Background: an optimization exercise with open tools, aiming at small area, a short achievable clock period and few clock cycles per item. Do not read the settings as production practice.
Where RTL was checked, it was by simulation tests only, not by an equivalence proof against the original.
Only the layout flow was run in run 1; the RTL was not checked for function there.

==> design/flow/design.v <==
`timescale 1ns/1ps
module dot_s0 (
    input  logic [7:0] a0, a1, a2, a3,
    input  logic [7:0] b0, b1, b2, b3,
    output logic [69:0] co
);
    logic t0;
    logic t58;
    logic t116;
    logic t232;
    logic t174;
    logic t233;
    logic t1;
    logic t8;
    logic t59;
    logic t234;
    logic t66;
    logic t117;
    logic t124;
    logic t236;
    logic t377;
    logic t175;
    logic t182;
    logic t467;
    logic t468;
    logic t378;
    logic t235;
    logic t237;
    logic t2;
    logic t9;
    logic t16;
    logic t238;
    logic t379;
    logic t60;
    logic t67;
    logic t74;
    logic t240;
    logic t118;
    logic t125;
    logic t132;
    logic t242;
    logic t176;
    logic t183;
    logic t190;
    logic t244;
    logic t381;
    logic t469;
    logic t470;
    logic t380;
    logic t382;
    logic t239;
    logic t241;
    logic t243;
    logic t383;
    logic t471;
    logic t245;
    logic t3;
    logic t10;
    logic t17;
    logic t246;
    logic t24;
    logic t61;
    logic t68;
    logic t248;
    logic t385;
    logic t75;
    logic t82;
    logic t119;
    logic t250;
    logic t126;
    logic t133;
    logic t140;
    logic t252;
    logic t177;
    logic t184;
    logic t191;
    logic t254;
    logic t387;
    logic t198;
    logic t473;
    logic t472;
    logic t474;
    logic t384;
    logic t386;
    logic t388;
    logic t475;
    logic t247;
    logic t249;
    logic t251;
    logic t389;
    logic t253;
    logic t255;
    logic t4;
    logic t11;
    logic t18;
    logic t256;
    logic t391;
    logic t25;
    logic t32;
    logic t62;
    logic t258;
    logic t69;
    logic t76;
    logic t83;
    logic t260;
    logic t90;
    logic t120;
    logic t127;
    logic t262;
    logic t393;
    logic t477;
    logic t134;
    logic t141;
    logic t148;
    logic t264;
    logic t178;
    logic t185;
    logic t192;
    logic t266;
    logic t199;
    logic t395;
    logic t206;
    logic t476;
    logic t478;
    logic t390;
    logic t392;
    logic t394;
    logic t479;
    logic t396;
    logic t257;
    logic t259;
    logic t261;
    logic t397;
    logic t263;
    logic t265;
    logic t267;
    logic t399;
    logic t481;
    logic t5;
    logic t12;
    logic t19;
    logic t268;
    logic t26;
    logic t33;
    logic t40;
    logic t270;
    logic t63;
    logic t70;
    logic t77;
    logic t272;
    logic t401;
    logic t84;
    logic t91;
    logic t98;
    logic t274;
    logic t121;
    logic t128;
    logic t135;
    logic t276;
    logic t142;
    logic t149;
    logic t156;
    logic t278;
    logic t403;
    logic t179;
    logic t186;
    logic t193;
    logic t280;
    logic t483;
    logic t200;
    logic t207;
    logic t214;
    logic t282;
    logic t480;
    logic t482;
    logic t484;
    logic t398;
    logic t400;
    logic t402;
    logic t485;
    logic t404;
    logic t269;
    logic t271;
    logic t273;
    logic t405;
    logic t275;
    logic t277;
    logic t279;
    logic t407;
    logic t487;
    logic t281;
    logic t283;
    logic t6;
    logic t13;
    logic t20;
    logic t284;
    logic t409;
    logic t27;
    logic t34;
    logic t41;
    logic t286;
    logic t47;
    logic t64;
    logic t71;
    logic t288;
    logic t78;
    logic t85;
    logic t92;
    logic t290;
    logic t411;
    logic t99;
    logic t105;
    logic t122;
    logic t292;
    logic t129;
    logic t136;
    logic t143;
    logic t294;
    logic t150;
    logic t157;
    logic t163;
    logic t296;
    logic t413;
    logic t489;
    logic t180;
    logic t187;
    logic t194;
    logic t298;
    logic t201;
    logic t208;
    logic t215;
    logic t300;
    logic t221;
    logic t415;
    logic t486;
    logic t488;
    logic t490;
    logic t406;
    logic t408;
    logic t410;
    logic t491;
    logic t412;
    logic t414;
    logic t416;
    logic t493;
    logic t285;
    logic t287;
    logic t289;
    logic t417;
    logic t291;
    logic t293;
    logic t295;
    logic t419;
    logic t297;
    logic t299;
    logic t301;
    logic t421;
    logic t495;
    logic t7;
    logic t14;
    logic t21;
    logic t302;
    logic t28;
    logic t35;
    logic t42;
    logic t304;
    logic t48;
    logic t53;
    logic t65;
    logic t306;
    logic t423;
    logic t72;
    logic t79;
    logic t86;
    logic t308;
    logic t93;
    logic t100;
    logic t106;
    logic t310;
    logic t111;
    logic t123;
    logic t130;
    logic t312;
    logic t425;
    logic t137;
    logic t144;
    logic t151;
    logic t314;
    logic t158;
    logic t164;
    logic t169;
    logic t316;
    logic t181;
    logic t188;
    logic t195;
    logic t318;
    logic t427;
    logic t497;
    logic t202;
    logic t209;
    logic t216;
    logic t320;
    logic t222;
    logic t227;
    logic t322;
    logic t499;
    logic t492;
    logic t494;
    logic t496;
    logic t498;
    logic t500;
    logic t418;
    logic t420;
    logic t422;
    logic t501;
    logic t424;
    logic t426;
    logic t428;
    logic t503;
    logic t303;
    logic t305;
    logic t307;
    logic t429;
    logic t309;
    logic t311;
    logic t313;
    logic t431;
    logic t315;
    logic t317;
    logic t319;
    logic t433;
    logic t505;
    logic t321;
    logic t323;
    logic t15;
    logic t22;
    logic t29;
    logic t324;
    logic t435;
    logic t36;
    logic t43;
    logic t49;
    logic t326;
    logic t54;
    logic t73;
    logic t80;
    logic t328;
    logic t87;
    logic t94;
    logic t101;
    logic t330;
    logic t437;
    logic t107;
    logic t112;
    logic t131;
    logic t332;
    logic t138;
    logic t145;
    logic t152;
    logic t334;
    logic t159;
    logic t165;
    logic t170;
    logic t336;
    logic t439;
    logic t507;
    logic t189;
    logic t196;
    logic t203;
    logic t338;
    logic t210;
    logic t217;
    logic t223;
    logic t340;
    logic t228;
    logic t441;
    logic t502;
    logic t504;
    logic t506;
    logic t508;
    logic t430;
    logic t432;
    logic t434;
    logic t509;
    logic t436;
    logic t438;
    logic t440;
    logic t511;
    logic t442;
    logic t325;
    logic t327;
    logic t329;
    logic t443;
    logic t331;
    logic t333;
    logic t335;
    logic t445;
    logic t513;
    logic t337;
    logic t339;
    logic t341;
    logic t447;
    logic t23;
    logic t30;
    logic t37;
    logic t342;
    logic t44;
    logic t50;
    logic t55;
    logic t344;
    logic t81;
    logic t88;
    logic t95;
    logic t346;
    logic t449;
    logic t102;
    logic t108;
    logic t113;
    logic t348;
    logic t139;
    logic t146;
    logic t153;
    logic t350;
    logic t160;
    logic t166;
    logic t171;
    logic t352;
    logic t451;
    logic t515;
    logic t197;
    logic t204;
    logic t211;
    logic t354;
    logic t218;
    logic t224;
    logic t229;
    logic t356;
    logic t517;
    logic t510;
    logic t512;
    logic t514;
    logic t516;
    logic t518;
    logic t444;
    logic t446;
    logic t448;
    logic t519;
    logic t450;
    logic t452;
    logic t343;
    logic t345;
    logic t347;
    logic t453;
    logic t521;
    logic t349;
    logic t351;
    logic t353;
    logic t455;
    logic t355;
    logic t357;
    logic t31;
    logic t38;
    logic t45;
    logic t358;
    logic t457;
    logic t51;
    logic t56;
    logic t89;
    logic t360;
    logic t96;
    logic t103;
    logic t109;
    logic t362;
    logic t114;
    logic t147;
    logic t154;
    logic t364;
    logic t459;
    logic t523;
    logic t161;
    logic t167;
    logic t172;
    logic t366;
    logic t205;
    logic t212;
    logic t219;
    logic t368;
    logic t225;
    logic t230;
    logic t370;
    logic t461;
    logic t520;
    logic t522;
    logic t524;
    logic t454;
    logic t456;
    logic t458;
    logic t525;
    logic t460;
    logic t462;
    logic t359;
    logic t361;
    logic t363;
    logic t463;
    logic t526;
    logic t365;
    logic t367;
    logic t369;
    logic t464;
    logic t371;
    logic t39;
    logic t46;
    logic t52;
    logic t372;
    logic t57;
    logic t97;
    logic t104;
    logic t373;
    logic t465;
    logic t110;
    logic t115;
    logic t155;
    logic t374;
    logic t162;
    logic t168;
    logic t173;
    logic t375;
    logic t213;
    logic t220;
    logic t226;
    logic t376;
    logic t466;
    logic t527;
    logic t231;
    assign t0 = a0[0] & b0[0];
    assign t58 = a1[0] & b1[0];
    assign t116 = a2[0] & b2[0];
    fa u_fa1 (.a(t0), .b(t58), .c(t116), .s(t232), .co(t233));
    assign t174 = a3[0] & b3[0];
    assign t1 = a0[0] & b0[1];
    assign t8 = a0[1] & b0[0];
    assign t59 = a1[0] & b1[1];
    fa u_fa2 (.a(t1), .b(t8), .c(t59), .s(t234), .co(t235));
    assign t66 = a1[1] & b1[0];
    assign t117 = a2[0] & b2[1];
    assign t124 = a2[1] & b2[0];
    fa u_fa3 (.a(t66), .b(t117), .c(t124), .s(t236), .co(t237));
    fa u_fa4 (.a(t233), .b(t234), .c(t236), .s(t377), .co(t378));
    assign t175 = a3[0] & b3[1];
    assign t182 = a3[1] & b3[0];
    fa u_fa5 (.a(t377), .b(t175), .c(t182), .s(t467), .co(t468));
    assign t2 = a0[0] & b0[2];
    assign t9 = a0[1] & b0[1];
    assign t16 = a0[2] & b0[0];
    fa u_fa6 (.a(t2), .b(t9), .c(t16), .s(t238), .co(t239));
    fa u_fa7 (.a(t235), .b(t237), .c(t238), .s(t379), .co(t380));
    assign t60 = a1[0] & b1[2];
    assign t67 = a1[1] & b1[1];
    assign t74 = a1[2] & b1[0];
    fa u_fa8 (.a(t60), .b(t67), .c(t74), .s(t240), .co(t241));
    assign t118 = a2[0] & b2[2];
    assign t125 = a2[1] & b2[1];
    assign t132 = a2[2] & b2[0];
    fa u_fa9 (.a(t118), .b(t125), .c(t132), .s(t242), .co(t243));
    assign t176 = a3[0] & b3[2];
    assign t183 = a3[1] & b3[1];
    assign t190 = a3[2] & b3[0];
    fa u_fa10 (.a(t176), .b(t183), .c(t190), .s(t244), .co(t245));
    fa u_fa11 (.a(t240), .b(t242), .c(t244), .s(t381), .co(t382));
    fa u_fa12 (.a(t378), .b(t379), .c(t381), .s(t469), .co(t470));
    fa u_fa13 (.a(t239), .b(t241), .c(t243), .s(t383), .co(t384));
    fa u_fa14 (.a(t380), .b(t382), .c(t383), .s(t471), .co(t472));
    assign t3 = a0[0] & b0[3];
    assign t10 = a0[1] & b0[2];
    assign t17 = a0[2] & b0[1];
    fa u_fa15 (.a(t3), .b(t10), .c(t17), .s(t246), .co(t247));
    assign t24 = a0[3] & b0[0];
    assign t61 = a1[0] & b1[3];
    assign t68 = a1[1] & b1[2];
    fa u_fa16 (.a(t24), .b(t61), .c(t68), .s(t248), .co(t249));
    fa u_fa17 (.a(t245), .b(t246), .c(t248), .s(t385), .co(t386));
    assign t75 = a1[2] & b1[1];
    assign t82 = a1[3] & b1[0];
    assign t119 = a2[0] & b2[3];
    fa u_fa18 (.a(t75), .b(t82), .c(t119), .s(t250), .co(t251));
    assign t126 = a2[1] & b2[2];
    assign t133 = a2[2] & b2[1];
    assign t140 = a2[3] & b2[0];
    fa u_fa19 (.a(t126), .b(t133), .c(t140), .s(t252), .co(t253));
    assign t177 = a3[0] & b3[3];
    assign t184 = a3[1] & b3[2];
    assign t191 = a3[2] & b3[1];
    fa u_fa20 (.a(t177), .b(t184), .c(t191), .s(t254), .co(t255));
    fa u_fa21 (.a(t250), .b(t252), .c(t254), .s(t387), .co(t388));
    assign t198 = a3[3] & b3[0];
    fa u_fa22 (.a(t385), .b(t387), .c(t198), .s(t473), .co(t474));
    fa u_fa23 (.a(t384), .b(t386), .c(t388), .s(t475), .co(t476));
    fa u_fa24 (.a(t247), .b(t249), .c(t251), .s(t389), .co(t390));
    assign t4 = a0[0] & b0[4];
    assign t11 = a0[1] & b0[3];
    assign t18 = a0[2] & b0[2];
    fa u_fa25 (.a(t4), .b(t11), .c(t18), .s(t256), .co(t257));
    fa u_fa26 (.a(t253), .b(t255), .c(t256), .s(t391), .co(t392));
    assign t25 = a0[3] & b0[1];
    assign t32 = a0[4] & b0[0];
    assign t62 = a1[0] & b1[4];
    fa u_fa27 (.a(t25), .b(t32), .c(t62), .s(t258), .co(t259));
    assign t69 = a1[1] & b1[3];
    assign t76 = a1[2] & b1[2];
    assign t83 = a1[3] & b1[1];
    fa u_fa28 (.a(t69), .b(t76), .c(t83), .s(t260), .co(t261));
    assign t90 = a1[4] & b1[0];
    assign t120 = a2[0] & b2[4];
    assign t127 = a2[1] & b2[3];
    fa u_fa29 (.a(t90), .b(t120), .c(t127), .s(t262), .co(t263));
    fa u_fa30 (.a(t258), .b(t260), .c(t262), .s(t393), .co(t394));
    fa u_fa31 (.a(t389), .b(t391), .c(t393), .s(t477), .co(t478));
    assign t134 = a2[2] & b2[2];
    assign t141 = a2[3] & b2[1];
    assign t148 = a2[4] & b2[0];
    fa u_fa32 (.a(t134), .b(t141), .c(t148), .s(t264), .co(t265));
    assign t178 = a3[0] & b3[4];
    assign t185 = a3[1] & b3[3];
    assign t192 = a3[2] & b3[2];
    fa u_fa33 (.a(t178), .b(t185), .c(t192), .s(t266), .co(t267));
    assign t199 = a3[3] & b3[1];
    fa u_fa34 (.a(t264), .b(t266), .c(t199), .s(t395), .co(t396));
    assign t206 = a3[4] & b3[0];
    fa u_fa35 (.a(t390), .b(t392), .c(t394), .s(t479), .co(t480));
    fa u_fa36 (.a(t257), .b(t259), .c(t261), .s(t397), .co(t398));
    fa u_fa37 (.a(t263), .b(t265), .c(t267), .s(t399), .co(t400));
    fa u_fa38 (.a(t396), .b(t397), .c(t399), .s(t481), .co(t482));
    assign t5 = a0[0] & b0[5];
    assign t12 = a0[1] & b0[4];
    assign t19 = a0[2] & b0[3];
    fa u_fa39 (.a(t5), .b(t12), .c(t19), .s(t268), .co(t269));
    assign t26 = a0[3] & b0[2];
    assign t33 = a0[4] & b0[1];
    assign t40 = a0[5] & b0[0];
    fa u_fa40 (.a(t26), .b(t33), .c(t40), .s(t270), .co(t271));
    assign t63 = a1[0] & b1[5];
    assign t70 = a1[1] & b1[4];
    assign t77 = a1[2] & b1[3];
    fa u_fa41 (.a(t63), .b(t70), .c(t77), .s(t272), .co(t273));
    fa u_fa42 (.a(t268), .b(t270), .c(t272), .s(t401), .co(t402));
    assign t84 = a1[3] & b1[2];
    assign t91 = a1[4] & b1[1];
    assign t98 = a1[5] & b1[0];
    fa u_fa43 (.a(t84), .b(t91), .c(t98), .s(t274), .co(t275));
    assign t121 = a2[0] & b2[5];
    assign t128 = a2[1] & b2[4];
    assign t135 = a2[2] & b2[3];
    fa u_fa44 (.a(t121), .b(t128), .c(t135), .s(t276), .co(t277));
    assign t142 = a2[3] & b2[2];
    assign t149 = a2[4] & b2[1];
    assign t156 = a2[5] & b2[0];
    fa u_fa45 (.a(t142), .b(t149), .c(t156), .s(t278), .co(t279));
    fa u_fa46 (.a(t274), .b(t276), .c(t278), .s(t403), .co(t404));
    assign t179 = a3[0] & b3[5];
    assign t186 = a3[1] & b3[4];
    assign t193 = a3[2] & b3[3];
    fa u_fa47 (.a(t179), .b(t186), .c(t193), .s(t280), .co(t281));
    fa u_fa48 (.a(t401), .b(t403), .c(t280), .s(t483), .co(t484));
    assign t200 = a3[3] & b3[2];
    assign t207 = a3[4] & b3[1];
    assign t214 = a3[5] & b3[0];
    fa u_fa49 (.a(t200), .b(t207), .c(t214), .s(t282), .co(t283));
    fa u_fa50 (.a(t398), .b(t400), .c(t402), .s(t485), .co(t486));
    fa u_fa51 (.a(t269), .b(t271), .c(t273), .s(t405), .co(t406));
    fa u_fa52 (.a(t275), .b(t277), .c(t279), .s(t407), .co(t408));
    fa u_fa53 (.a(t404), .b(t405), .c(t407), .s(t487), .co(t488));
    assign t6 = a0[0] & b0[6];
    assign t13 = a0[1] & b0[5];
    assign t20 = a0[2] & b0[4];
    fa u_fa54 (.a(t6), .b(t13), .c(t20), .s(t284), .co(t285));
    fa u_fa55 (.a(t281), .b(t283), .c(t284), .s(t409), .co(t410));
    assign t27 = a0[3] & b0[3];
    assign t34 = a0[4] & b0[2];
    assign t41 = a0[5] & b0[1];
    fa u_fa56 (.a(t27), .b(t34), .c(t41), .s(t286), .co(t287));
    assign t47 = a0[6] & b0[0];
    assign t64 = a1[0] & b1[6];
    assign t71 = a1[1] & b1[5];
    fa u_fa57 (.a(t47), .b(t64), .c(t71), .s(t288), .co(t289));
    assign t78 = a1[2] & b1[4];
    assign t85 = a1[3] & b1[3];
    assign t92 = a1[4] & b1[2];
    fa u_fa58 (.a(t78), .b(t85), .c(t92), .s(t290), .co(t291));
    fa u_fa59 (.a(t286), .b(t288), .c(t290), .s(t411), .co(t412));
    assign t99 = a1[5] & b1[1];
    assign t105 = a1[6] & b1[0];
    assign t122 = a2[0] & b2[6];
    fa u_fa60 (.a(t99), .b(t105), .c(t122), .s(t292), .co(t293));
    assign t129 = a2[1] & b2[5];
    assign t136 = a2[2] & b2[4];
    assign t143 = a2[3] & b2[3];
    fa u_fa61 (.a(t129), .b(t136), .c(t143), .s(t294), .co(t295));
    assign t150 = a2[4] & b2[2];
    assign t157 = a2[5] & b2[1];
    assign t163 = a2[6] & b2[0];
    fa u_fa62 (.a(t150), .b(t157), .c(t163), .s(t296), .co(t297));
    fa u_fa63 (.a(t292), .b(t294), .c(t296), .s(t413), .co(t414));
    fa u_fa64 (.a(t409), .b(t411), .c(t413), .s(t489), .co(t490));
    assign t180 = a3[0] & b3[6];
    assign t187 = a3[1] & b3[5];
    assign t194 = a3[2] & b3[4];
    fa u_fa65 (.a(t180), .b(t187), .c(t194), .s(t298), .co(t299));
    assign t201 = a3[3] & b3[3];
    assign t208 = a3[4] & b3[2];
    assign t215 = a3[5] & b3[1];
    fa u_fa66 (.a(t201), .b(t208), .c(t215), .s(t300), .co(t301));
    assign t221 = a3[6] & b3[0];
    fa u_fa67 (.a(t298), .b(t300), .c(t221), .s(t415), .co(t416));
    fa u_fa68 (.a(t406), .b(t408), .c(t410), .s(t491), .co(t492));
    fa u_fa69 (.a(t412), .b(t414), .c(t416), .s(t493), .co(t494));
    fa u_fa70 (.a(t285), .b(t287), .c(t289), .s(t417), .co(t418));
    fa u_fa71 (.a(t291), .b(t293), .c(t295), .s(t419), .co(t420));
    fa u_fa72 (.a(t297), .b(t299), .c(t301), .s(t421), .co(t422));
    fa u_fa73 (.a(t417), .b(t419), .c(t421), .s(t495), .co(t496));
    assign t7 = ~(a0[0] & b0[7]);
    assign t14 = a0[1] & b0[6];
    assign t21 = a0[2] & b0[5];
    fa u_fa74 (.a(t7), .b(t14), .c(t21), .s(t302), .co(t303));
    assign t28 = a0[3] & b0[4];
    assign t35 = a0[4] & b0[3];
    assign t42 = a0[5] & b0[2];
    fa u_fa75 (.a(t28), .b(t35), .c(t42), .s(t304), .co(t305));
    assign t48 = a0[6] & b0[1];
    assign t53 = ~(a0[7] & b0[0]);
    assign t65 = ~(a1[0] & b1[7]);
    fa u_fa76 (.a(t48), .b(t53), .c(t65), .s(t306), .co(t307));
    fa u_fa77 (.a(t302), .b(t304), .c(t306), .s(t423), .co(t424));
    assign t72 = a1[1] & b1[6];
    assign t79 = a1[2] & b1[5];
    assign t86 = a1[3] & b1[4];
    fa u_fa78 (.a(t72), .b(t79), .c(t86), .s(t308), .co(t309));
    assign t93 = a1[4] & b1[3];
    assign t100 = a1[5] & b1[2];
    assign t106 = a1[6] & b1[1];
    fa u_fa79 (.a(t93), .b(t100), .c(t106), .s(t310), .co(t311));
    assign t111 = ~(a1[7] & b1[0]);
    assign t123 = ~(a2[0] & b2[7]);
    assign t130 = a2[1] & b2[6];
    fa u_fa80 (.a(t111), .b(t123), .c(t130), .s(t312), .co(t313));
    fa u_fa81 (.a(t308), .b(t310), .c(t312), .s(t425), .co(t426));
    assign t137 = a2[2] & b2[5];
    assign t144 = a2[3] & b2[4];
    assign t151 = a2[4] & b2[3];
    fa u_fa82 (.a(t137), .b(t144), .c(t151), .s(t314), .co(t315));
    assign t158 = a2[5] & b2[2];
    assign t164 = a2[6] & b2[1];
    assign t169 = ~(a2[7] & b2[0]);
    fa u_fa83 (.a(t158), .b(t164), .c(t169), .s(t316), .co(t317));
    assign t181 = ~(a3[0] & b3[7]);
    assign t188 = a3[1] & b3[6];
    assign t195 = a3[2] & b3[5];
    fa u_fa84 (.a(t181), .b(t188), .c(t195), .s(t318), .co(t319));
    fa u_fa85 (.a(t314), .b(t316), .c(t318), .s(t427), .co(t428));
    fa u_fa86 (.a(t423), .b(t425), .c(t427), .s(t497), .co(t498));
    assign t202 = a3[3] & b3[4];
    assign t209 = a3[4] & b3[3];
    assign t216 = a3[5] & b3[2];
    fa u_fa87 (.a(t202), .b(t209), .c(t216), .s(t320), .co(t321));
    assign t222 = a3[6] & b3[1];
    assign t227 = ~(a3[7] & b3[0]);
    ha u_ha88 (.a(t222), .b(t227), .s(t322), .co(t323));
    ha u_ha89 (.a(t320), .b(t322), .s(t499), .co(t500));
    fa u_fa90 (.a(t418), .b(t420), .c(t422), .s(t501), .co(t502));
    fa u_fa91 (.a(t424), .b(t426), .c(t428), .s(t503), .co(t504));
    fa u_fa92 (.a(t303), .b(t305), .c(t307), .s(t429), .co(t430));
    fa u_fa93 (.a(t309), .b(t311), .c(t313), .s(t431), .co(t432));
    fa u_fa94 (.a(t315), .b(t317), .c(t319), .s(t433), .co(t434));
    fa u_fa95 (.a(t429), .b(t431), .c(t433), .s(t505), .co(t506));
    assign t15 = ~(a0[1] & b0[7]);
    assign t22 = a0[2] & b0[6];
    assign t29 = a0[3] & b0[5];
    fa u_fa96 (.a(t15), .b(t22), .c(t29), .s(t324), .co(t325));
    fa u_fa97 (.a(t321), .b(t323), .c(t324), .s(t435), .co(t436));
    assign t36 = a0[4] & b0[4];
    assign t43 = a0[5] & b0[3];
    assign t49 = a0[6] & b0[2];
    fa u_fa98 (.a(t36), .b(t43), .c(t49), .s(t326), .co(t327));
    assign t54 = ~(a0[7] & b0[1]);
    assign t73 = ~(a1[1] & b1[7]);
    assign t80 = a1[2] & b1[6];
    fa u_fa99 (.a(t54), .b(t73), .c(t80), .s(t328), .co(t329));
    assign t87 = a1[3] & b1[5];
    assign t94 = a1[4] & b1[4];
    assign t101 = a1[5] & b1[3];
    fa u_fa100 (.a(t87), .b(t94), .c(t101), .s(t330), .co(t331));
    fa u_fa101 (.a(t326), .b(t328), .c(t330), .s(t437), .co(t438));
    assign t107 = a1[6] & b1[2];
    assign t112 = ~(a1[7] & b1[1]);
    assign t131 = ~(a2[1] & b2[7]);
    fa u_fa102 (.a(t107), .b(t112), .c(t131), .s(t332), .co(t333));
    assign t138 = a2[2] & b2[6];
    assign t145 = a2[3] & b2[5];
    assign t152 = a2[4] & b2[4];
    fa u_fa103 (.a(t138), .b(t145), .c(t152), .s(t334), .co(t335));
    assign t159 = a2[5] & b2[3];
    assign t165 = a2[6] & b2[2];
    assign t170 = ~(a2[7] & b2[1]);
    fa u_fa104 (.a(t159), .b(t165), .c(t170), .s(t336), .co(t337));
    fa u_fa105 (.a(t332), .b(t334), .c(t336), .s(t439), .co(t440));
    fa u_fa106 (.a(t435), .b(t437), .c(t439), .s(t507), .co(t508));
    assign t189 = ~(a3[1] & b3[7]);
    assign t196 = a3[2] & b3[6];
    assign t203 = a3[3] & b3[5];
    fa u_fa107 (.a(t189), .b(t196), .c(t203), .s(t338), .co(t339));
    assign t210 = a3[4] & b3[4];
    assign t217 = a3[5] & b3[3];
    assign t223 = a3[6] & b3[2];
    fa u_fa108 (.a(t210), .b(t217), .c(t223), .s(t340), .co(t341));
    assign t228 = ~(a3[7] & b3[1]);
    fa u_fa109 (.a(t338), .b(t340), .c(t228), .s(t441), .co(t442));
    fa u_fa110 (.a(t430), .b(t432), .c(t434), .s(t509), .co(t510));
    fa u_fa111 (.a(t436), .b(t438), .c(t440), .s(t511), .co(t512));
    fa u_fa112 (.a(t325), .b(t327), .c(t329), .s(t443), .co(t444));
    fa u_fa113 (.a(t331), .b(t333), .c(t335), .s(t445), .co(t446));
    fa u_fa114 (.a(t442), .b(t443), .c(t445), .s(t513), .co(t514));
    fa u_fa115 (.a(t337), .b(t339), .c(t341), .s(t447), .co(t448));
    assign t23 = ~(a0[2] & b0[7]);
    assign t30 = a0[3] & b0[6];
    assign t37 = a0[4] & b0[5];
    fa u_fa116 (.a(t23), .b(t30), .c(t37), .s(t342), .co(t343));
    assign t44 = a0[5] & b0[4];
    assign t50 = a0[6] & b0[3];
    assign t55 = ~(a0[7] & b0[2]);
    fa u_fa117 (.a(t44), .b(t50), .c(t55), .s(t344), .co(t345));
    assign t81 = ~(a1[2] & b1[7]);
    assign t88 = a1[3] & b1[6];
    assign t95 = a1[4] & b1[5];
    fa u_fa118 (.a(t81), .b(t88), .c(t95), .s(t346), .co(t347));
    fa u_fa119 (.a(t342), .b(t344), .c(t346), .s(t449), .co(t450));
    assign t102 = a1[5] & b1[4];
    assign t108 = a1[6] & b1[3];
    assign t113 = ~(a1[7] & b1[2]);
    fa u_fa120 (.a(t102), .b(t108), .c(t113), .s(t348), .co(t349));
    assign t139 = ~(a2[2] & b2[7]);
    assign t146 = a2[3] & b2[6];
    assign t153 = a2[4] & b2[5];
    fa u_fa121 (.a(t139), .b(t146), .c(t153), .s(t350), .co(t351));
    assign t160 = a2[5] & b2[4];
    assign t166 = a2[6] & b2[3];
    assign t171 = ~(a2[7] & b2[2]);
    fa u_fa122 (.a(t160), .b(t166), .c(t171), .s(t352), .co(t353));
    fa u_fa123 (.a(t348), .b(t350), .c(t352), .s(t451), .co(t452));
    fa u_fa124 (.a(t447), .b(t449), .c(t451), .s(t515), .co(t516));
    assign t197 = ~(a3[2] & b3[7]);
    assign t204 = a3[3] & b3[6];
    assign t211 = a3[4] & b3[5];
    fa u_fa125 (.a(t197), .b(t204), .c(t211), .s(t354), .co(t355));
    assign t218 = a3[5] & b3[4];
    assign t224 = a3[6] & b3[3];
    assign t229 = ~(a3[7] & b3[2]);
    fa u_fa126 (.a(t218), .b(t224), .c(t229), .s(t356), .co(t357));
    ha u_ha127 (.a(t354), .b(t356), .s(t517), .co(t518));
    fa u_fa128 (.a(t444), .b(t446), .c(t448), .s(t519), .co(t520));
    fa u_fa129 (.a(t343), .b(t345), .c(t347), .s(t453), .co(t454));
    fa u_fa130 (.a(t450), .b(t452), .c(t453), .s(t521), .co(t522));
    fa u_fa131 (.a(t349), .b(t351), .c(t353), .s(t455), .co(t456));
    assign t31 = ~(a0[3] & b0[7]);
    assign t38 = a0[4] & b0[6];
    assign t45 = a0[5] & b0[5];
    fa u_fa132 (.a(t31), .b(t38), .c(t45), .s(t358), .co(t359));
    fa u_fa133 (.a(t355), .b(t357), .c(t358), .s(t457), .co(t458));
    assign t51 = a0[6] & b0[4];
    assign t56 = ~(a0[7] & b0[3]);
    assign t89 = ~(a1[3] & b1[7]);
    fa u_fa134 (.a(t51), .b(t56), .c(t89), .s(t360), .co(t361));
    assign t96 = a1[4] & b1[6];
    assign t103 = a1[5] & b1[5];
    assign t109 = a1[6] & b1[4];
    fa u_fa135 (.a(t96), .b(t103), .c(t109), .s(t362), .co(t363));
    assign t114 = ~(a1[7] & b1[3]);
    assign t147 = ~(a2[3] & b2[7]);
    assign t154 = a2[4] & b2[6];
    fa u_fa136 (.a(t114), .b(t147), .c(t154), .s(t364), .co(t365));
    fa u_fa137 (.a(t360), .b(t362), .c(t364), .s(t459), .co(t460));
    fa u_fa138 (.a(t455), .b(t457), .c(t459), .s(t523), .co(t524));
    assign t161 = a2[5] & b2[5];
    assign t167 = a2[6] & b2[4];
    assign t172 = ~(a2[7] & b2[3]);
    fa u_fa139 (.a(t161), .b(t167), .c(t172), .s(t366), .co(t367));
    assign t205 = ~(a3[3] & b3[7]);
    assign t212 = a3[4] & b3[6];
    assign t219 = a3[5] & b3[5];
    fa u_fa140 (.a(t205), .b(t212), .c(t219), .s(t368), .co(t369));
    assign t225 = a3[6] & b3[4];
    assign t230 = ~(a3[7] & b3[3]);
    fa u_fa141 (.a(t225), .b(t230), .c(1'b1), .s(t370), .co(t371));
    fa u_fa142 (.a(t366), .b(t368), .c(t370), .s(t461), .co(t462));
    assign t525 = t454 ^ t456 ^ t458;
    assign t463 = t359 ^ t361 ^ t363;
    assign t526 = t460 ^ t462 ^ t463;
    assign t464 = t365 ^ t367 ^ t369;
    assign t39 = ~(a0[4] & b0[7]);
    assign t46 = a0[5] & b0[6];
    assign t52 = a0[6] & b0[5];
    assign t372 = t39 ^ t46 ^ t52;
    assign t57 = ~(a0[7] & b0[4]);
    assign t97 = ~(a1[4] & b1[7]);
    assign t104 = a1[5] & b1[6];
    assign t373 = t57 ^ t97 ^ t104;
    assign t465 = t371 ^ t372 ^ t373;
    assign t110 = a1[6] & b1[5];
    assign t115 = ~(a1[7] & b1[4]);
    assign t155 = ~(a2[4] & b2[7]);
    assign t374 = t110 ^ t115 ^ t155;
    assign t162 = a2[5] & b2[6];
    assign t168 = a2[6] & b2[5];
    assign t173 = ~(a2[7] & b2[4]);
    assign t375 = t162 ^ t168 ^ t173;
    assign t213 = ~(a3[4] & b3[7]);
    assign t220 = a3[5] & b3[6];
    assign t226 = a3[6] & b3[5];
    assign t376 = t213 ^ t220 ^ t226;
    assign t466 = t374 ^ t375 ^ t376;
    assign t527 = t464 ^ t465 ^ t466;
    assign t231 = ~(a3[7] & b3[4]);
    assign co[0] = t232;
    assign co[1] = t174;
    assign co[2] = t467;
    assign co[3] = t468;
    assign co[4] = t469;
    assign co[5] = t470;
    assign co[6] = t471;
    assign co[7] = t473;
    assign co[8] = t472;
    assign co[9] = t474;
    assign co[10] = t475;
    assign co[11] = t477;
    assign co[12] = t395;
    assign co[13] = t206;
    assign co[14] = t476;
    assign co[15] = t478;
    assign co[16] = t479;
    assign co[17] = t481;
    assign co[18] = t483;
    assign co[19] = t282;
    assign co[20] = t480;
    assign co[21] = t482;
    assign co[22] = t484;
    assign co[23] = t485;
    assign co[24] = t487;
    assign co[25] = t489;
    assign co[26] = t415;
    assign co[27] = t486;
    assign co[28] = t488;
    assign co[29] = t490;
    assign co[30] = t491;
    assign co[31] = t493;
    assign co[32] = t495;
    assign co[33] = t497;
    assign co[34] = t499;
    assign co[35] = t492;
    assign co[36] = t494;
    assign co[37] = t496;
    assign co[38] = t498;
    assign co[39] = t500;
    assign co[40] = t501;
    assign co[41] = t503;
    assign co[42] = t505;
    assign co[43] = t507;
    assign co[44] = t441;
    assign co[45] = t502;
    assign co[46] = t504;
    assign co[47] = t506;
    assign co[48] = t508;
    assign co[49] = t509;
    assign co[50] = t511;
    assign co[51] = t513;
    assign co[52] = t515;
    assign co[53] = t517;
    assign co[54] = t510;
    assign co[55] = t512;
    assign co[56] = t514;
    assign co[57] = t516;
    assign co[58] = t518;
    assign co[59] = t519;
    assign co[60] = t521;
    assign co[61] = t523;
    assign co[62] = t461;
    assign co[63] = t520;
    assign co[64] = t522;
    assign co[65] = t524;
    assign co[66] = t525;
    assign co[67] = t526;
    assign co[68] = t527;
    assign co[69] = t231;
endmodule
module dot_s1 (
    input  logic [69:0] ci,
    output logic [24:0] co
);
    logic t528;
    logic t529;
    logic t530;
    logic t532;
    logic t566;
    logic t567;
    logic t531;
    logic t533;
    logic t534;
    logic t568;
    logic t536;
    logic t590;
    logic t591;
    logic t569;
    logic t535;
    logic t537;
    logic t538;
    logic t570;
    logic t540;
    logic t592;
    logic t593;
    logic t571;
    logic t539;
    logic t541;
    logic t542;
    logic t572;
    logic t544;
    logic t574;
    logic t594;
    logic t595;
    logic t573;
    logic t575;
    logic t543;
    logic t545;
    logic t546;
    logic t576;
    logic t596;
    logic t548;
    logic t550;
    logic t578;
    logic t597;
    logic t577;
    logic t579;
    logic t547;
    logic t549;
    logic t551;
    logic t580;
    logic t598;
    logic t552;
    logic t554;
    logic t556;
    logic t582;
    logic t599;
    logic t581;
    logic t583;
    logic t553;
    logic t555;
    logic t557;
    logic t584;
    logic t600;
    logic t558;
    logic t560;
    logic t562;
    logic t586;
    logic t601;
    logic t585;
    logic t587;
    logic t559;
    logic t561;
    logic t563;
    logic t588;
    logic t602;
    logic t564;
    logic t565;
    logic t589;
    fa u_fa143 (.a(ci[5]), .b(ci[6]), .c(ci[7]), .s(t528), .co(t529));
    fa u_fa144 (.a(ci[8]), .b(ci[9]), .c(ci[10]), .s(t530), .co(t531));
    fa u_fa145 (.a(ci[11]), .b(ci[12]), .c(ci[13]), .s(t532), .co(t533));
    fa u_fa146 (.a(t529), .b(t530), .c(t532), .s(t566), .co(t567));
    fa u_fa147 (.a(ci[14]), .b(ci[15]), .c(ci[16]), .s(t534), .co(t535));
    fa u_fa148 (.a(t531), .b(t533), .c(t534), .s(t568), .co(t569));
    fa u_fa149 (.a(ci[17]), .b(ci[18]), .c(ci[19]), .s(t536), .co(t537));
    fa u_fa150 (.a(t567), .b(t568), .c(t536), .s(t590), .co(t591));
    fa u_fa151 (.a(ci[20]), .b(ci[21]), .c(ci[22]), .s(t538), .co(t539));
    fa u_fa152 (.a(t535), .b(t537), .c(t538), .s(t570), .co(t571));
    fa u_fa153 (.a(ci[23]), .b(ci[24]), .c(ci[25]), .s(t540), .co(t541));
    fa u_fa154 (.a(t569), .b(t570), .c(t540), .s(t592), .co(t593));
    fa u_fa155 (.a(ci[27]), .b(ci[28]), .c(ci[29]), .s(t542), .co(t543));
    fa u_fa156 (.a(t539), .b(t541), .c(t542), .s(t572), .co(t573));
    fa u_fa157 (.a(ci[30]), .b(ci[31]), .c(ci[32]), .s(t544), .co(t545));
    fa u_fa158 (.a(t544), .b(ci[33]), .c(ci[34]), .s(t574), .co(t575));
    fa u_fa159 (.a(t571), .b(t572), .c(t574), .s(t594), .co(t595));
    fa u_fa160 (.a(ci[35]), .b(ci[36]), .c(ci[37]), .s(t546), .co(t547));
    fa u_fa161 (.a(t543), .b(t545), .c(t546), .s(t576), .co(t577));
    fa u_fa162 (.a(t573), .b(t575), .c(t576), .s(t596), .co(t597));
    fa u_fa163 (.a(ci[38]), .b(ci[39]), .c(ci[40]), .s(t548), .co(t549));
    fa u_fa164 (.a(ci[41]), .b(ci[42]), .c(ci[43]), .s(t550), .co(t551));
    fa u_fa165 (.a(t548), .b(t550), .c(ci[44]), .s(t578), .co(t579));
    fa u_fa166 (.a(t547), .b(t549), .c(t551), .s(t580), .co(t581));
    fa u_fa167 (.a(t577), .b(t579), .c(t580), .s(t598), .co(t599));
    fa u_fa168 (.a(ci[45]), .b(ci[46]), .c(ci[47]), .s(t552), .co(t553));
    fa u_fa169 (.a(ci[48]), .b(ci[49]), .c(ci[50]), .s(t554), .co(t555));
    fa u_fa170 (.a(ci[51]), .b(ci[52]), .c(ci[53]), .s(t556), .co(t557));
    fa u_fa171 (.a(t552), .b(t554), .c(t556), .s(t582), .co(t583));
    fa u_fa172 (.a(t553), .b(t555), .c(t557), .s(t584), .co(t585));
    fa u_fa173 (.a(t581), .b(t583), .c(t584), .s(t600), .co(t601));
    fa u_fa174 (.a(ci[54]), .b(ci[55]), .c(ci[56]), .s(t558), .co(t559));
    fa u_fa175 (.a(ci[57]), .b(ci[58]), .c(ci[59]), .s(t560), .co(t561));
    fa u_fa176 (.a(ci[60]), .b(ci[61]), .c(ci[62]), .s(t562), .co(t563));
    fa u_fa177 (.a(t558), .b(t560), .c(t562), .s(t586), .co(t587));
    assign t588 = t559 ^ t561 ^ t563;
    assign t602 = t585 ^ t587 ^ t588;
    assign t564 = ci[63] ^ ci[64] ^ ci[65];
    assign t565 = ci[66] ^ ci[67] ^ ci[68];
    assign t589 = t564 ^ t565 ^ ci[69];
    assign co[0] = ci[0];
    assign co[1] = ci[1];
    assign co[2] = ci[2];
    assign co[3] = ci[3];
    assign co[4] = ci[4];
    assign co[5] = t528;
    assign co[6] = t566;
    assign co[7] = t590;
    assign co[8] = t591;
    assign co[9] = t592;
    assign co[10] = ci[26];
    assign co[11] = t593;
    assign co[12] = t594;
    assign co[13] = t595;
    assign co[14] = t596;
    assign co[15] = t578;
    assign co[16] = t597;
    assign co[17] = t598;
    assign co[18] = t582;
    assign co[19] = t599;
    assign co[20] = t600;
    assign co[21] = t586;
    assign co[22] = t601;
    assign co[23] = t602;
    assign co[24] = t589;
endmodule
module dot_s2 (
    input  logic [24:0] ci,
    output logic [7:0] res
);
    logic t603;
    logic t604;
    logic t605;
    logic t606;
    logic t607;
    logic t608;
    logic t609;
    logic t610;
    logic t611;
    logic t612;
    logic t613;
    logic t614;
    logic t615;
    logic t616;
    logic t617;
    ha u_ha178 (.a(ci[0]), .b(ci[1]), .s(t603), .co(t604));
    ha u_ha179 (.a(ci[3]), .b(ci[4]), .s(t605), .co(t606));
    fa u_fa180 (.a(ci[8]), .b(ci[9]), .c(ci[10]), .s(t607), .co(t608));
    ha u_ha181 (.a(ci[11]), .b(ci[12]), .s(t609), .co(t610));
    fa u_fa182 (.a(ci[13]), .b(ci[14]), .c(ci[15]), .s(t611), .co(t612));
    fa u_fa183 (.a(ci[16]), .b(ci[17]), .c(ci[18]), .s(t613), .co(t614));
    fa u_fa184 (.a(ci[19]), .b(ci[20]), .c(ci[21]), .s(t615), .co(t616));
    assign t617 = ci[22] ^ ci[23] ^ ci[24];
    logic [11:0] r0, r1, s;
    assign r0 = {t616, t614, t612, t610, t608, t607, ci[7], ci[6], t606, t605, t604, t603};
    assign r1 = {t617, t615, t613, t611, t609, 1'b0, 1'b0, 1'b0, ci[5], 1'b0, ci[2], 1'b0};
    assign s = r0 + r1;
    assign res = s[11:4];
endmodule
`timescale 1ns/1ps
module fa (
    input  logic a,
    input  logic b,
    input  logic c,
    output logic s,
    output logic co
);
    assign s  = a ^ b ^ c;
    assign co = (a & b) | (a & c) | (b & c);
endmodule
module ha (
    input  logic a,
    input  logic b,
    output logic s,
    output logic co
);
    assign s  = a ^ b;
    assign co = a & b;
endmodule
`timescale 1ns/1ps
module systolic_mm_top (
    input  logic                  clk,
    input  logic                  rst,
    input  logic                  in_valid,
    input  logic [8-1:0] in_data,
    output logic                  out_valid,
    output logic [8-1:0] out_data,
    output logic                  busy,
    output logic                  done
);
    localparam int LAT = 3;
    logic       acc_en;   
    logic [4:0] cnt;      
    logic       cv;       
    logic [3:0] n;        
    logic       take;
    logic       vq;       
    logic [4:0] iq;       
    logic       rot;
    logic [LAT-1:0] vp;   
    logic [LAT-1:0] lp;   
    logic [LAT:0] lpx;    
    assign take = in_valid && acc_en;
    assign lpx  = {lp, cv && n == 4'd15};
    assign rot  = cv && (n[3:2] != 2'd0 || n[1:0] == 2'd3);
    always_ff @(posedge clk or negedge rst) begin
        if (!rst) begin
            acc_en <= 1'b1;
            cnt    <= '0;
            cv     <= 1'b0;
            n      <= '0;
            vq     <= 1'b0;
            iq     <= '0;
            vp     <= '0;
            lp     <= '0;
            busy   <= 1'b0;
        end else begin
            vq <= take;
            iq <= cnt;
            if (take) begin
                cnt <= cnt + 5'd1;
                if (cnt == 5'd31) acc_en <= 1'b0;
            end
            if (lpx[LAT-1]) acc_en <= 1'b1;  
            if (take && cnt[4:2] == 3'b111) begin
                cv <= 1'b1;
                n  <= {2'b00, cnt[1:0]};
            end else if (rot && n != 4'd15) begin
                cv <= 1'b1;
                n  <= n + 4'd1;
            end else begin
                cv <= 1'b0;
            end
            vp <= LAT'({vp, cv});
            lp <= lpx[LAT-1:0];
            if (take && cnt == 5'd0) busy <= 1'b1;
            else if (done)           busy <= 1'b0;
        end
    end
    assign out_valid = vp[LAT-1];
    assign done      = lp[LAT-1];
    logic [31:0] ar0, ar1, ar2, ar3;    
    logic [7:0] bq    [16];
    logic shift_a;
    assign shift_a = (vq && !iq[4] && iq[1:0] == 2'd0 && iq[3:2] != 2'd0) || (cv && n[1:0] == 2'd3);
    always_ff @(posedge clk) begin
        if (shift_a) begin
            ar0 <= ar1;
            ar1 <= ar2;
            ar2 <= ar3;
        end
        for (int k = 0; k < 4; k++) begin
            if (vq && !iq[4] && iq[1:0] == 2'(k)) ar3[8*k +: 8] <= bq[0];
        end
    end
    always_ff @(posedge clk) begin
        bq[0] <= rot ? bq[3] : in_data;
        if (rot) begin
            for (int r = 0; r < 4; r++) begin
                bq[4*r+1] <= bq[4*r];
                bq[4*r+2] <= bq[4*r+1];
                bq[4*r+3] <= bq[4*r+2];
            end
            bq[4]  <= bq[7];
            bq[8]  <= bq[11];
            bq[12] <= bq[15];
        end else if (vq && iq[4]) begin
            for (int p = 1; p < 16; p++) bq[p] <= bq[p-1];
        end
    end
    logic [7:0] ta [4];
    logic [7:0] tb [4];
    logic [7:0] res;
    always_comb begin
        for (int k = 0; k < 4; k++) ta[k] = ar0[8*k +: 8];
    end
    always_comb begin
        for (int k = 0; k < 4; k++) tb[k] = bq[12 - 4*k];
    end
    logic [69:0] c0_d, c0_q;
    dot_s0 u_s0 (.a0(ta[0]), .a1(ta[1]), .a2(ta[2]), .a3(ta[3]), .b0(tb[0]), .b1(tb[1]), .b2(tb[2]), .b3(tb[3]), .co(c0_d));
    always_ff @(posedge clk) c0_q <= c0_d;
    logic [24:0] c1_d, c1_q;
    dot_s1 u_s1 (.ci(c0_q), .co(c1_d));
    always_ff @(posedge clk) c1_q <= c1_d;
    dot_s2 u_s2 (.ci(c1_q), .res(res));
    always_ff @(posedge clk) out_data <= res;
endmodule
==> design/flow/run.sh <==
#!/bin/bash
# synth_recipe.tcl (not shown) runs the flow's synth.tcl, then flattens the netlist and writes it again
# the make line also repeats each setting of config.mk as NAME=value (left out here)
make -C /OpenROAD-flow-scripts/flow DESIGN_CONFIG=/design/flow/config.mk WORK_HOME=/design/flow/orfs CLKGATE_MAP_FILE= SYNTH_SCRIPT=/design/flow/synth_recipe.tcl finish
==> design/flow/config.mk <==
export PLATFORM = sky130hd
export DESIGN_NAME = systolic_mm_top
export DESIGN_NICKNAME = systolic_mm_top
export VERILOG_FILES = /design/flow/design.v
export SDC_FILE = /design/flow/constraint.sdc
export NUM_CORES = 4
export LEC_CHECK = 0
export CAP_MARGIN = 20
export CORE_MARGIN = 2
export CORE_UTILIZATION = 65
export CTS_CLUSTER_DIAMETER = 80
export CTS_CLUSTER_SIZE = 30
export SETUP_SLACK_MARGIN = 3.5
export SLEW_MARGIN = 20
export SYNTH_HIERARCHICAL = 1
==> design/flow/constraint.sdc <==
create_clock -name core_clock -period 6.0 [get_ports {clk}]
set_input_delay 1.2000 -clock core_clock [delete_from_list [all_inputs] [get_ports {clk}]]
set_output_delay 1.2000 -clock core_clock [all_outputs]
set_load 0.01 [all_outputs]
==> results.sh, run 1 <==
export IMPL_outcome="finished clean"
export IMPL_syn_num_nets=1247
export IMPL_utilization=0.687
export IMPL_ys_flop_type="edfxtp_1"
export IMPL_hold_viol_final=0
export IMPL_drv_cap=0
export IMPL_drt_iter0_drc=531
export IMPL_tightest_slew_ns=0.793
export IMPL_place_congestion=0.825
export IMPL_slowest_delay_ns=0.58
export IMPL_hold_depth=0
export IMPL_final_period_utilization=0.420
export IMPL_ant_nets=0
export IMPL_grt_max_degree=97
export IMPL_synthTopCellsByArea="edfxtp_1, fa_1, dfxtp_1"
export IMPL_synth_edf_count=248
export IMPL_worst_r2r_setup_slack_ns=3.48
export IMPL_vias_per_cell=5.55
export IMPL_crit_path_top_delay_cell="edfxtp_1"
export IMPL_setup_viol=0
export IMPL_wirelength_um=30500
export IMPL_synth_top_cells_by_count="edfxtp_1, and2_1, fa_1"
export IMPL_io_pins=22
export IMPL_n_antenna_cell=0
export IMPL_hold_path_class="reg -> reg"
export IMPL_start_util=0.666
export IMPL_avgSynthCellArea_um2=16.7
export IMPL_worstPathRequired_ns=6.41
export IMPL_min_period_ns=2.52
export IMPL_grt_pass1_wl_um=48300
export IMPL_reg2regPathDepth=4
export IMPL_drive_above_1_share=0.0970
export IMPL_core_um2=26200
export IMPL_fin_nets=1203
export IMPL_yosysWarnings=13
export IMPL_dp_hpwl_um=21800
export IMPL_rr_startpoint="bq[12][2]"
export IMPL_relSlewSlack=0.468
export IMPL_vias=7468
export IMPL_fmax_mhz=397
export IMPL_grt_overflow=0
export IMPL_rsz0062_at_grt="true"
export IMPL_synth_top_cell_area_share=0.426
export IMPL_cts_buffers=17
export IMPL_io_buffers=21
export IMPL_die_w_um=168
export IMPL_clock_sinks=383
export IMPL_clock_path_buffers=3
export IMPL_root_buffer="clkbuf_16"
export IMPL_die_h_um=168
export IMPL_synth_most_common_cell="edfxtp_1"
export IMPL_netlist_area_um2=17500
export IMPL_r2r_end="c0_q[18]"
export IMPL_num_rows=59
export IMPL_setup_tns_ns=0
export IMPL_crit_top_cell="fa_1"
export IMPL_min_to="c1_q[2]"
export IMPL_worst_setup_path_start_kind="flop"
export IMPL_clk_latency_ns=0.53
export IMPL_dr_pass1_iters=4
export IMPL_clk_pin_slew_worst_paths_ns=0.11
export IMPL_holdCritStartpoint="c0_q[2]"
export IMPL_antenna_found_initial=0
export IMPL_routedWlPerCell_um=22.7
export IMPL_finClkSkew_ns=0.0183
export IMPL_path_class="reg -> reg"
export IMPL_grt_use_total=0.232
export IMPL_worstPathArrival_ns=2.93
export IMPL_synth_seq_cells=383
export IMPL_yosysTopAreaCell="edfxtp_1"
export IMPL_syn_to_final_growth_pct=3.06
export IMPL_cts_tree="yes"
export IMPL_hold_slack_ns=0.337
export IMPL_htree_levels=1
export IMPL_critPathCaptureType="flop"
export IMPL_finalMaxSlewViolations=0
export IMPL_synth_distinct_cells=42
export IMPL_grt_pass1_vias=8433
export IMPL_cp_cell_sequence="and2_1 > fa_1 > fa_1 > fa_1"
export IMPL_die_area_um2=28200
export IMPL_drc=0
export IMPL_synthArstFlopShare=0.0627
export IMPL_syn_inst=1043
export IMPL_seq_area_frac_synth=0.588
export IMPL_crit_path_max_fanout=9
## sequential cells by signal, summed over array words and instances, names as in the netlist, 3 cells and up
name / cells
bq: 128
iq: 5
out_data: 8
ar3: 32
lp: 3
c0_q: 70
ar1: 32
vp: 3
c1_q: 25
ar0: 32
ar2: 32
n: 4
cnt: 5
## cell type report
| type | count | area [um2] |
|---|---|---|
| fill | 1694 | 8210 |
| tap | 335 | 419 |
| clock buffer | 25 | 455 |
| inverter | 4 | 15.0 |
| sequential | 383 | 10300 |
| timing repair buffer | 33 | 285 |
| multi-input combinational | 560 | 6480 |
| clock inverter | 5 | 60.1 |
## repair_timing
item	in CTS	in global routing
cloned	1	2
hold buffers	0	0
pin swaps	1	3
gates resized for setup	20	4
buffers inserted	2	6
endpoints found under the setup margin	250	157
## per-module statistics from Yosys (local to each module, per instance)
module | flops+latches | cell area, um2 | times used | cells inside
ha | 0 | 12.5 | 6 | 1
dot_s0 | 0 | 2090 | 1 | 326
dot_s1 | 0 | 290 | 1 | 32
dot_s2 | 0 | 274 | 1 | 31
fa | 0 | 20.0 | 178 | 1
systolic_mm_top | 383 | 11200 | 1 | 470
## critical path, delay by kind of cell (launching register included)
kind	cells	cell delay (ns)
adder cells (fa/ha/maj)	3	1.59
flip-flops	1	0.58
AND/OR/NAND/NOR	1	0.24
## how the worst max path moves through the flow
stage / start / end / cells after the start
floorplan: n[0] / bq[10][0] / 5
global placement: n[0] / bq[4][5] / 5
detailed placement: n[0] / bq[13][3] / 5
CTS: bq[12][2] / c0_q[18] / 4
global route: bq[12][3] / c0_q[43] / 4
finish: bq[12][2] / c0_q[18] / 4
## metrics by stage
| step | worst slack, ns | instance area, um2 | cells |
|---|---|---|---|
| after floorplan | 3.59 | 17500 | 1043 |
| after global placement | 3.19 | 17400 | 1304 |
| after detailed placement | 3.02 | 17400 | 1304 |
| after CTS | 3.48 | 17900 | 1337 |
| after global routing | 3.42 | 18000 | 1345 |
| final | 3.48 | 18000 | 1345 |
## placed cells by master, fill, tap and decap left out, types with 2 or more instances in the layout
cell and n:
nand3_1 2, dfxtp_2 7, mux2_2 4, nor4bb_1 2, buf_4 11, nand4_1 4, clkdlybuf4s50_1 9, clkinv_8 2
a21oi_1 5, nand2_4 3, xnor3_1 4, nand2_8 3, nand2_1 54, xnor2_1 33, clkbuf_1 8, and2_2 7
and2_1 178, dlygate4sd2_1 11, edfxtp_1 248, fa_1 178, xor2_1 9, nor2_1 6, mux2_4 29, dfrtp_1 23
nand2_2 2, dfxtp_1 104, and3_1 3, clkbuf_16 17, ha_1 15, inv_1 4
## cell families after synthesis
logic type,after synthesis,share of synthesized area
multiplexers,34,0.0281
AND/OR/NAND/NOR,270,0.0906
AO/OA/AOI/OAI,13,0.00659
adder cells (fa/ha/maj),193,0.215
other,1,0.000215
flip-flops,383,0.588
XOR/XNOR,46,0.0262
buffers and inverters,103,0.0454
## layer usage
layer | GRT usage | share of wire | vias to the layer above
met5 | 0 | 0 | -
met4 | 0.0805 | 0.037 | 0
met3 | 0.0237 | 0.035 | 49
met2 | 0.397 | 0.52 | 175
met1 | 0.316 | 0.41 | 3921
li1 | - | - | 3323
==> run 2: changes to the inputs <==
--- a/design/flow/design.v
+++ b/design/flow/design.v
@@ -1207,6 +1207,7 @@
     logic       vq;       
     logic [4:0] iq;       
     logic       rot;
+    logic [1:0] rowsel;
     logic [LAT-1:0] vp;   
     logic [LAT-1:0] lp;   
     logic [LAT:0] lpx;    
@@ -1249,19 +1250,10 @@
     end
     assign out_valid = vp[LAT-1];
     assign done      = lp[LAT-1];
-    logic [31:0] ar0, ar1, ar2, ar3;    
+    logic [7:0] a_mem [16];
     logic [7:0] bq    [16];
-    logic shift_a;
-    assign shift_a = (vq && !iq[4] && iq[1:0] == 2'd0 && iq[3:2] != 2'd0) || (cv && n[1:0] == 2'd3);
     always_ff @(posedge clk) begin
-        if (shift_a) begin
-            ar0 <= ar1;
-            ar1 <= ar2;
-            ar2 <= ar3;
-        end
-        for (int k = 0; k < 4; k++) begin
-            if (vq && !iq[4] && iq[1:0] == 2'(k)) ar3[8*k +: 8] <= bq[0];
-        end
+        if (vq && !iq[4]) a_mem[iq[3:0]] <= bq[0];
     end
     always_ff @(posedge clk) begin
         bq[0] <= rot ? bq[3] : in_data;
@@ -1278,11 +1270,12 @@
             for (int p = 1; p < 16; p++) bq[p] <= bq[p-1];
         end
     end
+    assign rowsel = cv ? (n[3:2] + {1'b0, n[1:0] == 2'd3}) : 2'd0;
     logic [7:0] ta [4];
     logic [7:0] tb [4];
     logic [7:0] res;
-    always_comb begin
-        for (int k = 0; k < 4; k++) ta[k] = ar0[8*k +: 8];
+    always_ff @(posedge clk) begin
+        for (int k = 0; k < 4; k++) ta[k] <= a_mem[{rowsel, 2'(k)}];
     end
     always_comb begin
         for (int k = 0; k < 4; k++) tb[k] = bq[12 - 4*k];
==> results.sh, run 2 <==
export IMPL_outcome="finished clean"
export IMPL_num_rows=62
export IMPL_clock_path_buffers=3
export IMPL_worst_setup_path_start_kind="flop"
export IMPL_hold_slack_ns=0.337
export IMPL_clock_sinks=415
export IMPL_dr_pass1_iters=5
export IMPL_cts_buffers=18
export IMPL_finalMaxSlewViolations=0
export IMPL_drv_cap=0
export IMPL_io_pins=22
export IMPL_relSlewSlack=0.384
export IMPL_rsz0062_at_grt="true"
export IMPL_synthArstFlopShare=0.0578
export IMPL_fmax_mhz=403
export IMPL_tightest_slew_ns=0.921
export IMPL_worst_r2r_setup_slack_ns=3.52
export IMPL_clk_latency_ns=0.54
export IMPL_synthTopCellsByArea="edfxtp_1, fa_1, dfxtp_1"
export IMPL_setup_tns_ns=0
export IMPL_yosysWarnings=13
export IMPL_io_buffers=21
export IMPL_drc=0
export IMPL_netlist_area_um2=19000
export IMPL_placed_area_um2=18900
export IMPL_antenna_found_initial=1
export IMPL_synth_top_cells_by_count="edfxtp_1, and2_1, fa_1"
export IMPL_htree_levels=1
export IMPL_most_common_layout_cells="edfxtp_1, and2_1, fa_1"
export IMPL_ant_nets=0
export IMPL_cts_tree="yes"
export IMPL_placedCellCount=1449
export IMPL_multi_input_area_um2=7290
export IMPL_instances_no_fill=1511
export IMPL_syn_inst=1143
export IMPL_grt_pass1_wl_um=54800
export IMPL_hold_depth=0
export IMPL_final_common_cell="edfxtp_1"
export IMPL_vias_per_cell=5.66
export IMPL_path_class="reg -> reg"
export IMPL_hold_buffers=0
export IMPL_core_um2=28800
export IMPL_clk_pin_slew_worst_paths_ns=0.11
export IMPL_die_h_um=175
export IMPL_fin_nets=1320
export IMPL_hold_viol_final=0
export IMPL_syn_to_final_growth_pct=3.82
export IMPL_vias=8548
export IMPL_min_period_ns=2.48
export IMPL_place_congestion=0.848
export IMPL_synth_most_common_cell="edfxtp_1"
export IMPL_critPathCaptureType="flop"
export IMPL_synth_distinct_cells=53
export IMPL_grt_max_degree=51
export IMPL_worstPathArrival_ns=2.90
export IMPL_die_area_um2=30600
export IMPL_finClkSkew_ns=0.0283
export IMPL_grt_pass1_vias=9196
export IMPL_synth_top_cell_area_share=0.392
export IMPL_min_to="c1_q[0]"
export IMPL_setup_viol=0
export IMPL_cp_startpoint="bq[8][4]"
export IMPL_start_util=0.661
export IMPL_synth_edf_count=248
export IMPL_rr_startpoint="bq[8][4]"
export IMPL_drt_iter0_drc=534
export IMPL_hold_path_class="reg -> reg"
export IMPL_worstPathRequired_ns=6.42
export IMPL_synth_seq_cells=415
export IMPL_grt_use_total=0.242
export IMPL_ys_flop_type="edfxtp_1"
export IMPL_die_w_um=175
export IMPL_routedWlPerCell_um=23.3
export IMPL_r2r_end="c0_q[18]"
export IMPL_crit_path_max_fanout=9
export IMPL_root_buffer="clkbuf_16"
export IMPL_wirelength_um=35300
export IMPL_reg2regPathDepth=4
export IMPL_dp_hpwl_um=24200
export IMPL_syn_num_nets=1348
export IMPL_grt_overflow=0
export IMPL_final_period_utilization=0.413
export IMPL_finalInstanceArea_um2=19700
export IMPL_drive_above_1_share=0.135
export IMPL_avgSynthCellArea_um2=16.6
export IMPL_yosysTopAreaCell="edfxtp_1"
export IMPL_seq_area_um2=10900
export IMPL_holdCritStartpoint="c0_q[0]"
export IMPL_seq_area_frac_synth=0.574
export IMPL_fillers=1948
## run 2: worst max path at each step
stage	end	slack, ns	cells after the start
6_report	c0_q[18]	3.52	4
5_1_grt	c0_q[32]	3.47	4
4_1_cts	c0_q[52]	3.51	4
3_5_place_dp	bq[2][3]	3.03	5
3_3_place_gp	bq[6][5]	3.09	5
2_1_floorplan	bq[10][0]	3.56	5
## run 2: worst max-delay path, stage by stage (launching register included)
cell and delay, ns:
edfxtp_1 0.57, and2_1 0.25, fa_1 0.54, fa_1 0.49, fa_1 0.52
## run 2: logic make-up after synthesis
| group | Yosys count | share of synthesized area |
|---|---|---|
| other | 1 | 0.000197 |
| AO/OA/AOI/OAI | 19 | 0.00869 |
| buffers and inverters | 113 | 0.0450 |
| flip-flops | 415 | 0.574 |
| adder cells (fa/ha/maj) | 194 | 0.198 |
| XOR/XNOR | 45 | 0.0236 |
| multiplexers | 64 | 0.0626 |
| AND/OR/NAND/NOR | 292 | 0.0880 |
## run 2: metal layers
| metal | track usage | routed length (um) | vias up |
|---|---|---|---|
| met3 | 0.0244 | 1440 | 46 |
| met1 | 0.343 | 15300 | 4556 |
| met2 | 0.414 | 17800 | 190 |
| met4 | 0.0549 | 720 | 0 |
| li1 | - | - | 3756 |
| met5 | 0 | 0 | - |
## run 2: timing repair
| item | 4_1_cts | 5_1_grt |
|---|---|---|
| setup endpoints to repair | 171 | 83 |
| buffers inserted | 11 | 17 |
| gates cloned | 1 | 1 |
| endpoints found under the hold margin | 0 | 0 |
| pin swaps | 1 | 1 |
| resized for setup | 20 | 6 |
## run 2: area by class of cell
cell class / count / share of cell area
clock inverters: 2 / 0.00184
flip-flops and latches: 415 / 0.554
diodes: 1 / 0.000127
inverters: 6 / 0.00114
repair buffers: 57 / 0.0235
multi-input cells: 617 / 0.369
well taps: 384 / 0.0243
clock buffers: 29 / 0.0260
## run 2: stage by stage
| stage | setup slack [ns] | utilization |
|---|---|---|
| 2_1_floorplan | 3.56 | - |
| 3_3_place_gp | 3.09 | 0.658 |
| 3_5_place_dp | 3.03 | 0.658 |
| 4_1_cts | 3.51 | 0.681 |
| 5_1_grt | 3.47 | 0.686 |
| 6_report | 3.52 | 0.686 |
## run 2: Yosys stat by module, one instance, submodules excluded
module           copies in the design  area, um2  flops+latches  cells inside
dot_s0                              1       2090              0           326
dot_s1                              1        290              0            32
fa                                178       20.0              0             1
systolic_mm_top                     1      12700            415           570
dot_s2                              1        274              0            31
ha                                  6       12.5              0             1
Testbench counts of run 2, summed over its fixed seeds: cycles 9,032, jobs 192.

==> port drivers added, routing unchanged <==
The flow's constraints put no driver on any port. The routed layouts listed below were extracted and timed again, unchanged, in two steps. Step 1 (the two cells are an assumption about what drives the block):
set clk [get_ports {clk}]
set_driving_cell -lib_cell sky130_fd_sc_hd__clkbuf_16 $clk
set_driving_cell -lib_cell sky130_fd_sc_hd__buf_2 [delete_from_list [all_inputs] $clk]
Step 2 also shifts input and output timing later by t, the mid clock arrival at the registers, as if the neighbouring blocks saw the same clock. Slacks: ideal / step 1 / step 2; pairs: ideal / step 1.
run	shift t [ns]	setup slack, ns	pins driven straight from the clock port
run 1	0.571	3.481 / 3.481 / 3.375	1
run 2	0.575	3.520 / 3.520 / 3.520	1
After both steps setup and hold are still met in every run listed. For run 1, which loses most, drivers alone change the setup slack by 0.000 ns; drivers and shift together by -0.106 ns.
